Source: an optimization exercise on an open RTL-to-GDS flow (aim: small area, a short achievable clock period and few clock cycles per item). Production flows keep margins and buffers that such runs may drop. The RTL was checked by simulation tests, not by an equivalence proof against the original design. Power and IR drop assume default switching activity.

// window_clipped_box_coverage_core
module window_clipped_box_coverage_core #(
  parameter int MAX_DIM   = wcbc_pkg::MAX_DIM_DEF,
  parameter int AREA_BITS = wcbc_pkg::AREA_BITS_DEF
) (
  input  logic                  clk,
  input  logic                  rst_n,
  input  logic                  in_valid,
  input  logic [77:0]           in_item,
  output logic                  in_stall,
  output logic                  out_valid,
  output logic [80:0]           out_item,
  input  logic                  out_stall,
  input  logic                  cfg_psel,
  input  logic                  cfg_penable,
  input  logic                  cfg_pwrite,
  input  logic [wcbc_pkg::CFG_ADDR_W-1:0] cfg_paddr,
  input  logic [wcbc_pkg::CFG_DATA_W-1:0] cfg_pwdata,
  output logic [wcbc_pkg::CFG_DATA_W-1:0] cfg_prdata,
  output logic                  cfg_pready
);
Size in the first run: about 560 flip-flops, roughly 240 I/O pins, roughly 0.044 sq mm of cells after synthesis.
export LEC_CHECK = 0
export CAP_MARGIN = 20
export CORE_MARGIN = 2
export CORE_UTILIZATION = 40
export SETUP_SLACK_MARGIN = 5
export SLEW_MARGIN = 20
create_clock -name core_clock -period 10.0 [get_ports {clk}]
run.sh (not shown) runs the stock make flow with config.mk's settings and CLKGATE_MAP_FILE= SYNTH_SCRIPT=/design/flow/synth_recipe.tcl, a recipe that flattens the netlist after the stock synthesis.
Testbench counts at the start, summed over its fixed seeds: cycles 12,854, items 10,966.
==> next run, changes <==
--- a/flow/design.v
+++ b/flow/design.v
@@ -173,31 +173,29 @@
   logic [11:0] wl_r, wt_r;
   logic [12:0] wr_r, wb_r;
   logic [39:0] s_r;
   logic [15:0] c_r;
   logic [28:0] mc_r, mp_r;
   logic        mlast_r;
   logic [30:0] acc_r;         
   logic [3:0]  acnt_r;
   logic        a_busy_r;
   typedef enum logic [1:0] {D_IDLE = 2'd0, D_WAIT = 2'd1, D_RUN = 2'd2} dst_t;
   dst_t        dst_r;
   logic [24:0] den_r, rem_r;
-  logic [26:0] den3_r;        
   logic [23:0] qx_r;
   logic [3:0]  dcnt_r;
   logic [39:0] so_r;
   logic [15:0] co_r;
   logic        out_valid_r;
-  logic        fs_s_r, fs_c_r, fs_z_r;    
   logic r_hold, beg_block, end_block;
   assign r_hold    = r_beg_r & (bph_r != 2'd2);
   assign beg_block = a_busy_r & (acnt_r < 4'd12);
   assign end_block = (dst_r != D_IDLE) | (out_valid_r & out_stall) | r_end_r | d_end_r | p_end_r;
   assign in_stall  = r_hold | (is_beg & beg_block) | (is_end & end_block);
   assign take      = in_valid & ~in_stall;
   always_ff @(posedge clk) begin
     if (!rst_n) begin
       r_box_r <= 1'b0;
       r_beg_r <= 1'b0;
       r_end_r <= 1'b0;
       bph_r   <= 2'd0;
@@ -445,25 +443,25 @@
       mlast_r <= mp_r[1];
     end
   end
   logic        sat;
   logic [26:0] tq;
   logic [27:0] e1, e2, e3;
   logic        g1, g2, g3;
   logic [24:0] r2;
   assign sat = (|so_r[39:33]) | (rem_r >= den_r);
   assign tq  = {rem_r, qx_r[23:22]};
   assign e1  = {1'b0, tq} - {3'b000, den_r};
   assign e2  = {1'b0, tq} - {2'b00, den_r, 1'b0};
-  assign e3  = {1'b0, tq} - {1'b0, den3_r};
+  assign e3  = {1'b0, tq} - {3'b000, den_r} - {2'b00, den_r, 1'b0};
   assign g1  = ~e1[27];
   assign g2  = ~e2[27];
   assign g3  = ~e3[27];
   assign r2  = g3 ? e3[24:0] : (g2 ? e2[24:0] : (g1 ? e1[24:0] : tq[24:0]));
   always_ff @(posedge clk) begin
     if (!rst_n) begin
       dst_r       <= D_IDLE;
       out_valid_r <= 1'b0;
     end else begin
       if (out_valid_r & ~out_stall) begin
         out_valid_r <= 1'b0;
       end
@@ -475,39 +473,35 @@
             dst_r       <= D_IDLE;
             out_valid_r <= 1'b1;
           end
         end
         default: dst_r <= D_IDLE;
       endcase
     end
   end
   always_ff @(posedge clk) begin
     if (p_end_r) begin
       so_r   <= s_full;
       co_r   <= c_r;
-      fs_s_r <= |s_full;
-      fs_c_r <= c_r > cthr_r;
       rem_r  <= s_full[32:8];
       qx_r   <= {s_full[7:0], 16'd0};
       dcnt_r <= '0;
     end else if (dst_r == D_RUN) begin
-      rem_r <= r2;
       if ((dcnt_r == 4'd0) & sat) begin
         qx_r <= {24{1'b1}};
       end else begin
-        qx_r <= {qx_r[21:0], g2, g3 | (g1 & ~g2)};
+        rem_r <= r2;
+        qx_r  <= {qx_r[21:0], g2, g3 | (g1 & ~g2)};
       end
       dcnt_r <= dcnt_r + 4'd1;
     end
     if ((p_end_r | (dst_r == D_WAIT)) & ~a_busy_r) begin
-      den_r  <= acc_r[26:2];
-      den3_r <= {2'b00, acc_r[26:2]} + {1'b0, acc_r[26:2], 1'b0};
-      fs_z_r <= ~|acc_r[26:2];
+      den_r <= acc_r[26:2];
     end
   end
   logic fs_area, fs;
-  assign fs_area = fs_z_r ? fs_s_r
+  assign fs_area = (den_r == 25'd0) ? (|so_r)
                  : ((qx_r > {7'd0, athr_r}) | ((qx_r == {7'd0, athr_r}) & (|rem_r)));
-  assign fs      = fs_area & fs_c_r;
+  assign fs      = fs_area & (co_r > cthr_r);
   assign out_valid = out_valid_r;
   assign out_item  = {fs, co_r, so_r, qx_r};
 endmodule
What happened: Total power decreases by 3.4%; flip-flop and latch count decreases by 29; synthesized cell count decreases by about 4%; utilization increases by 0.67 points; sequential power decreases by about 5%; area after synthesis decreases by about 5%; final area decreases by 3.4%; die area decreases by 4.8%; combinational power decreases by about 2%; wire length decreases by about 5%; worst setup slack loses 0.014 ns; first-iteration DRC count decreases by 2.5%.
Testbench counts after the change, summed over its fixed seeds: cycles 12,854, items 10,966.

* * *

window_clipped_box_coverage_core, a different RTL version from the one above (not shown whole).
Size in the first run: ~240 I/O pins.
## window_clipped_box_coverage_core
module window_clipped_box_coverage_core #(
  parameter int MAX_DIM   = wcbc_pkg::MAX_DIM_DEF,
  parameter int AREA_BITS = wcbc_pkg::AREA_BITS_DEF
) (
  input  logic                  clk,
  input  logic                  rst_n,
  input  logic                  in_valid,
  input  logic [77:0]           in_item,
  output logic                  in_stall,
  output logic                  out_valid,
  output logic [80:0]           out_item,
  input  logic                  out_stall,
  input  logic                  cfg_psel,
  input  logic                  cfg_penable,
  input  logic                  cfg_pwrite,
  input  logic [wcbc_pkg::CFG_ADDR_W-1:0] cfg_paddr,
  input  logic [wcbc_pkg::CFG_DATA_W-1:0] cfg_pwdata,
  output logic [wcbc_pkg::CFG_DATA_W-1:0] cfg_prdata,
  output logic                  cfg_pready
);
  logic [16:0] ra_r, athr_r;
  logic [15:0] cthr_r;
  logic        cfg_wr;
  assign cfg_pready = 1'b1;
  assign cfg_wr     = cfg_psel & cfg_penable & cfg_pwrite;
  always_ff @(posedge clk) begin
    if (!rst_n) begin
      ra_r   <= 17'h10000;
      athr_r <= 17'h08000;
      cthr_r <= 16'd10;
    end else if (cfg_wr) begin
      case (cfg_paddr[3:2])
        2'd0: ra_r   <= cfg_pwdata[16:0];
        2'd1: athr_r <= cfg_pwdata[16:0];
        2'd2: cthr_r <= cfg_pwdata[15:0];
        default: ;
      endcase
    end
  end
  always_comb begin
    case (cfg_paddr[3:2])
      2'd0:    cfg_prdata = {15'd0, ra_r};
      2'd1:    cfg_prdata = {15'd0, athr_r};
  ...
clock: 10.0 ns
lec_check: 0
cap_margin: 20
core_margin: 2
core_utilization: 40
setup_slack_margin: 5
slew_margin: 20
standard.sh (not shown) runs the stock make flow with config.mk's settings and CLKGATE_MAP_FILE= SYNTH_SCRIPT=/design/flow/synth_recipe.tcl, a recipe that flattens the netlist after the stock synthesis.
==> flow/flow/run.sh <==
#!/bin/bash
# The standard layout with two sizing changes: every port still gets a
# buffer, but a plain buf_1 (the default choice is a larger, slow delay buffer;
# repair resizes it where timing needs), and resizing is not restricted to equal
# cell footprints. Full make output goes to standard.log.
set -euo pipefail
bash standard.sh MATCH_CELL_FOOTPRINT=0 "BUFFER_PORTS_ARGS=-buffer_cell sky130_fd_sc_hd__buf_1" finish > standard.log 2>&1
The baseline produced a clean layout.
Testbench counts at the start, summed over its fixed seeds: cycles 12,854, items 10,966.
Rerun with:
--- a/flow/design.v
+++ b/flow/design.v
@@ -174,23 +174,22 @@
   logic [12:0] wr_r, wb_r;
   logic [39:0] s_r;
   logic [15:0] c_r;
   logic [28:0] mc_r, mp_r;
   logic        mlast_r;
   logic [30:0] acc_r;         
   logic [3:0]  acnt_r;
   logic        a_busy_r;
   typedef enum logic [1:0] {D_IDLE = 2'd0, D_WAIT = 2'd1, D_RUN = 2'd2} dst_t;
   dst_t        dst_r;
   logic [24:0] den_r, rem_r;
-  logic [26:0] den3_r;        
   logic [23:0] qx_r;
   logic [3:0]  dcnt_r;
   logic [39:0] so_r;
   logic [15:0] co_r;
   logic        out_valid_r;
   logic        fs_s_r, fs_c_r, fs_z_r;    
   logic r_hold, beg_block, end_block;
   assign r_hold    = r_beg_r & (bph_r != 2'd2);
   assign beg_block = a_busy_r & (acnt_r < 4'd12);
   assign end_block = (dst_r != D_IDLE) | (out_valid_r & out_stall) | r_end_r | d_end_r | p_end_r;
   assign in_stall  = r_hold | (is_beg & beg_block) | (is_end & end_block);
@@ -211,27 +210,27 @@
       r_end_r <= take & is_end;
       bph_r   <= 2'd0;
     end
   end
   logic r_swap;
   assign r_swap = r_hold & ((bph_r == 2'd1) | ((bph_r == 2'd0) & ~d_hit_r));
   always_ff @(posedge clk) begin
     if (r_swap) begin
       rx1_r <= ry1_r;
       ry1_r <= rx1_r;
     end
-    rx0_r  <= bl;
-    ry0_r  <= bt;
-    rnzx_r <= |bw;
-    rnzy_r <= |bh;
     if (!r_hold) begin
+      rx0_r  <= bl;
+      ry0_r  <= bt;
+      rnzx_r <= |bw;
+      rnzy_r <= |bh;
       if (is_beg) begin
         rx1_r <= (iw > 13'd4096) ? 14'd4096 : {1'b0, iw};
         ry1_r <= (ih > 13'd4096) ? 14'd4096 : {1'b0, ih};
       end else begin
         rx1_r <= {2'b00, bl} + {1'b0, bw};
         ry1_r <= {2'b00, bt} + {1'b0, bh};
       end
     end
   end
   logic [11:0] cl, ct;
   logic [13:0] cr, cb;
@@ -432,37 +431,37 @@
         a_busy_r <= 1'b0;
       end
     end
   end
   always_ff @(posedge clk) begin
     if (p_bw_r) begin
       mc_r <= xs[28:0];
     end
     if (a_start) begin
       mp_r    <= xs[28:0];
       mlast_r <= 1'b0;
-    end else begin
+    end else if (a_busy_r) begin
       mp_r    <= {2'b00, mp_r[28:2]};
       mlast_r <= mp_r[1];
     end
   end
   logic        sat;
   logic [26:0] tq;
   logic [27:0] e1, e2, e3;
   logic        g1, g2, g3;
   logic [24:0] r2;
   assign sat = (|so_r[39:33]) | (rem_r >= den_r);
   assign tq  = {rem_r, qx_r[23:22]};
   assign e1  = {1'b0, tq} - {3'b000, den_r};
   assign e2  = {1'b0, tq} - {2'b00, den_r, 1'b0};
-  assign e3  = {1'b0, tq} - {1'b0, den3_r};
+  assign e3  = {1'b0, tq} - {3'b000, den_r} - {2'b00, den_r, 1'b0};
   assign g1  = ~e1[27];
   assign g2  = ~e2[27];
   assign g3  = ~e3[27];
   assign r2  = g3 ? e3[24:0] : (g2 ? e2[24:0] : (g1 ? e1[24:0] : tq[24:0]));
   always_ff @(posedge clk) begin
     if (!rst_n) begin
       dst_r       <= D_IDLE;
       out_valid_r <= 1'b0;
     end else begin
       if (out_valid_r & ~out_stall) begin
         out_valid_r <= 1'b0;
@@ -492,22 +491,21 @@
     end else if (dst_r == D_RUN) begin
       rem_r <= r2;
       if ((dcnt_r == 4'd0) & sat) begin
         qx_r <= {24{1'b1}};
       end else begin
         qx_r <= {qx_r[21:0], g2, g3 | (g1 & ~g2)};
       end
       dcnt_r <= dcnt_r + 4'd1;
     end
     if ((p_end_r | (dst_r == D_WAIT)) & ~a_busy_r) begin
       den_r  <= acc_r[26:2];
-      den3_r <= {2'b00, acc_r[26:2]} + {1'b0, acc_r[26:2], 1'b0};
       fs_z_r <= ~|acc_r[26:2];
     end
   end
   logic fs_area, fs;
   assign fs_area = fs_z_r ? fs_s_r
                  : ((qx_r > {7'd0, athr_r}) | ((qx_r == {7'd0, athr_r}) & (|rem_r)));
   assign fs      = fs_area & fs_c_r;
   assign out_valid = out_valid_r;
   assign out_item  = {fs, co_r, so_r, qx_r};
 endmodule
- The new run completed with no timing, DRC or antenna violations
- worst setup slack degrades by 320 ps
- hold slack improves by 4.2 ps
- final cell count came out lower by a few percent
- total power came out higher by a few percent
- global-route usage came out lower by 0.11 points
- die area came out lower by a few percent
- sequential share of layout area came out higher by 0.32 points
- sequential power came out lower by a few percent
- register-to-register slack degrades by 440 ps
- design area came out lower by a few percent
Testbench counts after the change, summed over its fixed seeds: cycles 12,854, items 10,966.

re-timing with driven ports:
In the flow no input, the clock included, has a driving cell. The finished layouts below were timed again as built, in two steps.
Step 1 (the two cells are an assumption about what drives the block):
set clk [get_ports {clk}]
set_driving_cell -lib_cell sky130_fd_sc_hd__clkbuf_16 $clk
set_driving_cell -lib_cell sky130_fd_sc_hd__buf_2 [delete_from_list [all_inputs] $clk]
Step 2 times the ports against the registers' clock, not the clock port: input delays grow and output delays shrink by t, the midpoint of the rising clock arrivals with the driver on.
Slacks: no drivers / after step 1 / after step 2; pairs: no drivers / after step 1.
run	shift t [ns]	setup WS [ns]	worst setup path at the end	latest minus earliest clock arrival (ns)	pins driven straight from the clock port
the first run of note 1	0.688	4.847 / 4.776 / 4.821	input to register	0.025 / 0.025	1
the second run of note 1	0.730	4.832 / 4.832 / 4.726	input to register	0.043 / 0.043	1
the first run of note 2	0.699	5.046 / 5.022 / 5.020	input to register	0.052 / 0.052	1
the second run of note 2	0.700	4.725 / 4.725 / 4.725	register to register	0.025 / 0.025	1
After both steps every run listed still meets setup and hold. The setup slack of the second run of note 1, which loses most, moves by 0.000 ns with the drivers and by -0.106 ns with both steps.
